What follows belongs to an exercise in optimizing a design on an open flow for small area, a short achievable clock period and few clock cycles per item; a production flow would make more cautious choices.
Function was checked by simulation only, so behaviour that the tests miss may differ from the original.
Power and IR drop assume default switching activity.

==> flow/design.v <==
package mul256_pkg;
  localparam int OP_W   = 260;
  localparam int PROD_W = 520;
  localparam int ADDR_W = 6;
endpackage
module mul256_op_seq #(
  parameter int TIMEOUT = 1023
) (
  input  logic              clk,
  input  logic              rst,
  input  logic              cmd_valid,
  output logic              cmd_ready,
  input  logic [mul256_pkg::ADDR_W-1:0] cmd_a,
  input  logic [mul256_pkg::ADDR_W-1:0] cmd_b,
  input  logic [mul256_pkg::ADDR_W-1:0] cmd_dst,
  output logic              busy,
  output logic              done,
  output logic              err,
  output logic              op_read,
  output logic [mul256_pkg::ADDR_W-1:0] op_raddr,
  input  logic [mul256_pkg::OP_W-1:0]   op_rdata,
  output logic              op_write,
  output logic [mul256_pkg::ADDR_W-1:0] op_waddr,
  output logic [mul256_pkg::OP_W-1:0]   op_wdata,
  input  logic              op_wready,
  output logic              mul_start,
  output logic [mul256_pkg::OP_W-1:0]   mul_a,
  output logic [mul256_pkg::OP_W-1:0]   mul_b,
  input  logic              mul_done,
  input  logic [mul256_pkg::PROD_W-1:0] mul_p
);
  localparam int OW    = mul256_pkg::OP_W;
  localparam int AW    = mul256_pkg::ADDR_W;
  localparam int CNT_W = $clog2(TIMEOUT + 1);
  logic            jw_q, jw_n;    
  logic            jl_q, jl_n;    
  logic            jh_q, jh_n;    
  logic            jx_q, jx_n;    
  logic [AW-1:0]   jdst_q, jdst_n, jdst1_q, jdst1_n;
  logic [CNT_W-1:0] cnt_q, cnt_n;
  logic            nv_q, nv_n;
  logic [AW-1:0]   na_q, na_n, nb_q, nb_n, ndst_q, ndst_n;
  logic            pa_q, pa_n;    
  logic            ra_q, ra_n;    
  logic            rb_q, rb_n;    
  logic            fa_i_q, fb_i_q;   
  logic            fa_w_q;           
  logic            fa_h_q;           
  logic            fb_h_q;           
  logic            fhw_q;            
  logic            fd_q;             
  logic            fs_i_q, fs_h_q;   
  logic            tmo_q;            
  logic            busy_q;
  logic [AW-1:0]   raddr_q, waddr_q;
  logic [OW-1:0]   ra_reg, rh_reg;
  localparam int NSL = 20;
  localparam int SLW = OW / NSL;
  logic [NSL-1:0]  selw_q, sell_q;
  logic            accept, start, w_done, lo_stall, hi_ok;
  logic            need_a, have_a, hzw, hzh, hzbh, fa_h_n, fb_h_n;
  assign w_done    = jw_q && mul_done;
  assign lo_stall  = w_done && !op_wready;
  assign hi_ok     = fd_q && op_wready;                
  assign start     = fs_i_q || (fs_h_q && op_wready);
  assign cmd_ready = !nv_q || start;
  assign accept    = cmd_valid && cmd_ready;
  assign done      = hi_ok;
  assign err       = tmo_q && !mul_done;
  assign busy      = busy_q;
  assign mul_start = start;
  assign op_write  = w_done || jl_q || (fhw_q && !(fb_h_q && op_wready));
  assign op_read   = fa_i_q || fb_i_q || (fa_w_q && !mul_done) || fa_h_q ||
                     (fb_h_q && op_wready);
  assign op_raddr  = raddr_q;
  assign op_waddr  = waddr_q;
  for (genvar g = 0; g < NSL; g++) begin : g_wd
    mul256_op_seq_bit u_selw (.clk(clk), .d(!rst && jw_n), .q(selw_q[g]));
    mul256_op_seq_bit u_sell (.clk(clk), .d(!rst && jl_n), .q(sell_q[g]));
    assign op_wdata[g*SLW +: SLW] = selw_q[g] ? mul_p[g*SLW +: SLW] :
                                    (sell_q[g] ? ra_reg[g*SLW +: SLW] : rh_reg[g*SLW +: SLW]);
  end
  assign mul_a     = ra_reg;
  assign mul_b     = op_rdata;
  always_comb begin
    jw_n = (jw_q && !mul_done && !tmo_q) || start;
    jl_n = (jl_q || w_done) && !op_wready;
    jh_n = (jh_q && !hi_ok) || ((jl_q || w_done) && op_wready);
    jx_n = fhw_q && !op_wready;
    jdst_n  = start ? ndst_q : jdst_q;
    jdst1_n = start ? ndst_q + AW'(1) : jdst1_q;
    cnt_n   = start ? '0 : (jw_q ? cnt_q + CNT_W'(1) : cnt_q);
    nv_n   = (nv_q && !start) || accept;
    na_n   = accept ? cmd_a   : na_q;
    nb_n   = accept ? cmd_b   : nb_q;
    ndst_n = accept ? cmd_dst : ndst_q;
    pa_n   = !start && !lo_stall && (pa_q || ra_q);
    ra_n   = fa_i_q || (fa_w_q && !mul_done) || fa_h_q;
    rb_n   = fb_i_q || (fb_h_q && op_wready);
    need_a = nv_n && !pa_n && !ra_n;
    have_a = nv_n && (pa_n || ra_n);
    hzw    = (na_n == jdst_n) || (na_n == jdst1_n);
    hzh    = (na_n == jdst1_n);
    hzbh   = (nb_n == jdst1_n);
    fa_h_n = jh_n && !jx_n && need_a && !hzh;
    fb_h_n = jh_n && !jx_n && !(need_a && !hzh) && have_a && !rb_n && !hzbh;
  end
  always_ff @(posedge clk) begin
    if (rst) begin
      jw_q   <= 1'b0;
      jl_q   <= 1'b0;
      jh_q   <= 1'b0;
      jx_q   <= 1'b0;
      nv_q   <= 1'b0;
      pa_q   <= 1'b0;
      ra_q   <= 1'b0;
      rb_q   <= 1'b0;
      fa_i_q <= 1'b0;
      fb_i_q <= 1'b0;
      fa_w_q <= 1'b0;
      fa_h_q <= 1'b0;
      fb_h_q <= 1'b0;
      fhw_q  <= 1'b0;
      fd_q   <= 1'b0;
      fs_i_q <= 1'b0;
      fs_h_q <= 1'b0;
      tmo_q  <= 1'b0;
      busy_q <= 1'b0;
    end else begin
      jw_q   <= jw_n;
      jl_q   <= jl_n;
      jh_q   <= jh_n;
      jx_q   <= jx_n;
      nv_q   <= nv_n;
      pa_q   <= pa_n;
      ra_q   <= ra_n;
      rb_q   <= rb_n;
      fa_i_q <= !(jw_n || jl_n || jh_n) && need_a;
      fb_i_q <= !(jw_n || jl_n || jh_n) && have_a && !rb_n;
      fa_w_q <= jw_n && need_a && !hzw;
      fa_h_q <= fa_h_n;
      fb_h_q <= fb_h_n;
      fhw_q  <= jh_n && !fa_h_n;
      fd_q   <= jh_n && !fa_h_n && !fb_h_n;
      fs_i_q <= !(jw_n || jl_n || jh_n) && nv_n && pa_n && rb_n;
      fs_h_q <= jh_n && nv_n && pa_n && rb_n;
      tmo_q  <= jw_n && !start && (cnt_n == CNT_W'(TIMEOUT));
      busy_q <= nv_n || jw_n || jl_n || jh_n;
    end
  end
  always_ff @(posedge clk) begin
    jdst_q  <= jdst_n;
    jdst1_q <= jdst1_n;
    cnt_q   <= cnt_n;
    na_q    <= na_n;
    nb_q    <= nb_n;
    ndst_q  <= ndst_n;
    raddr_q <= (fb_h_n || (!(jw_n || jl_n || jh_n) && have_a)) ? nb_n : na_n;
    waddr_q <= jh_n ? jdst1_n : jdst_n;
  end
  always_ff @(posedge clk) begin
    if (lo_stall)  ra_reg <= mul_p[OW-1:0];
    else if (ra_q) ra_reg <= op_rdata;
  end
  always_ff @(posedge clk) begin
    if (jw_q) rh_reg <= mul_p[2*OW-1:OW];
  end
endmodule
module mul256_op_seq_bit (
  input  logic clk,
  input  logic d,
  output logic q
);
  always_ff @(posedge clk) q <= d;
endmodule
Settings: LEC_CHECK=0, CAP_MARGIN=20, CORE_AREA=10 10 590 590, DIE_AREA=0 0 600 600, SETUP_SLACK_MARGIN=2.4, SLEW_MARGIN=20, SYNTH_HIERARCHICAL=1, SYNTH_MINIMUM_KEEP_SIZE=0; clock period 4.5 ns.
standard.sh (not shown) runs the stock make flow with config.mk's settings and CLKGATE_MAP_FILE= SYNTH_SCRIPT=/design/flow/synth_recipe.tcl, a recipe that flattens the netlist after the stock synthesis.
==> flow/flow/run.sh <==
#!/bin/bash
# Standard layout, except that
#  - the port buffers are the smallest buffer cell instead of the
#    clock-delay cell buffer_ports picks by default;
#  - each bit's data pins are placed next to each other (flow/pins.tcl).
set -euo pipefail
export BUFFER_PORTS_ARGS="-buffer_cell sky130_fd_sc_hd__buf_1"
export PRE_IO_PLACEMENT_TCL="$PWD/flow/pins.tcl"
bash standard.sh > standard_flow.log 2>&1
==> flow/flow/pins.tcl <==
for {set i 0} {$i < 260} {incr i} {
  set hi [expr {$i + 260}]
  set_io_pin_constraint -group -order -pin_names [list \
    "mul_b\[$i\]" "op_rdata\[$i\]" "mul_a\[$i\]" \
    "mul_p\[$i\]" "op_wdata\[$i\]" "mul_p\[$hi\]"]
}
Testbench counts at the start, summed over its fixed seeds: cycles 13,465, items 1,600.
==> next run, changes <==
--- a/flow/design.v
+++ b/flow/design.v
@@ -52,12 +52,12 @@
   logic            fs_i_q, fs_h_q;   
   logic            tmo_q;            
   logic            busy_q;
   logic [AW-1:0]   raddr_q, waddr_q;
   logic [OW-1:0]   ra_reg, rh_reg;
-  localparam int NSL = 20;
-  localparam int SLW = OW / NSL;
+  localparam int NSL = 38;
+  localparam int SLW = (OW + NSL - 1) / NSL;
   logic [NSL-1:0]  selw_q, sell_q;
   logic            accept, start, w_done, lo_stall, hi_ok;
   logic            need_a, have_a, hzw, hzh, hzbh, fa_h_n, fb_h_n;
   assign w_done    = jw_q && mul_done;
   assign lo_stall  = w_done && !op_wready;
@@ -75,12 +75,13 @@
   assign op_raddr  = raddr_q;
   assign op_waddr  = waddr_q;
   for (genvar g = 0; g < NSL; g++) begin : g_wd
     mul256_op_seq_bit u_selw (.clk(clk), .d(!rst && jw_n), .q(selw_q[g]));
     mul256_op_seq_bit u_sell (.clk(clk), .d(!rst && jl_n), .q(sell_q[g]));
-    assign op_wdata[g*SLW +: SLW] = selw_q[g] ? mul_p[g*SLW +: SLW] :
-                                    (sell_q[g] ? ra_reg[g*SLW +: SLW] : rh_reg[g*SLW +: SLW]);
+    for (genvar i = g * SLW; i < (g + 1) * SLW && i < OW; i++) begin : g_bit
+      assign op_wdata[i] = selw_q[g] ? mul_p[i] : (sell_q[g] ? ra_reg[i] : rh_reg[i]);
+    end
   end
   assign mul_a     = ra_reg;
   assign mul_b     = op_rdata;
   always_comb begin
     jw_n = (jw_q && !mul_done && !tmo_q) || start;
The changed run finished clean. Final cell count hardly moves. Clock power went up by 5.2%. Sequential share of layout area increases by 1.3 points. Non-clock buffer count went down by 26. Power rises by 4.4%. Design area climbs by 1.1%. Synthesized cell count increases by 1.3%. Clock skew went down by 0.0073 ns. Wire length increases by 2.7%. Area after synthesis came out higher by 2.5%. Critical path depth stays the same. Clock-buffer cell count goes up by 10.
Testbench counts after the change, summed over its fixed seeds: cycles 13,465, items 1,600.

port drivers added, routing unchanged:
The flow's constraints put no driver on any port. The routed layouts listed below were extracted and timed again, unchanged, in two steps. Step 1, drivers: a clkbuf_16 drives clk and a buf_2 each remaining input, both assumed. Step 2 also shifts input and output timing later by t, the mid clock arrival at the registers, as if the neighbouring blocks saw the same clock. Three values: ideal ports, drivers, drivers and shift; two values: the first two.
| run | t (ns) | setup slack, ns | worst setup path at the end |
|---|---|---|---|
| the first run | 0.853 | 1.777 / 1.683 / 1.362 | input to register |
| the second run | 0.841 | 1.814 / 1.721 / 1.240 | input to register |
After both steps setup and hold are still met in every run listed. For the second run, which loses most, drivers alone change the setup slack by -0.093 ns; drivers and shift together by -0.574 ns.
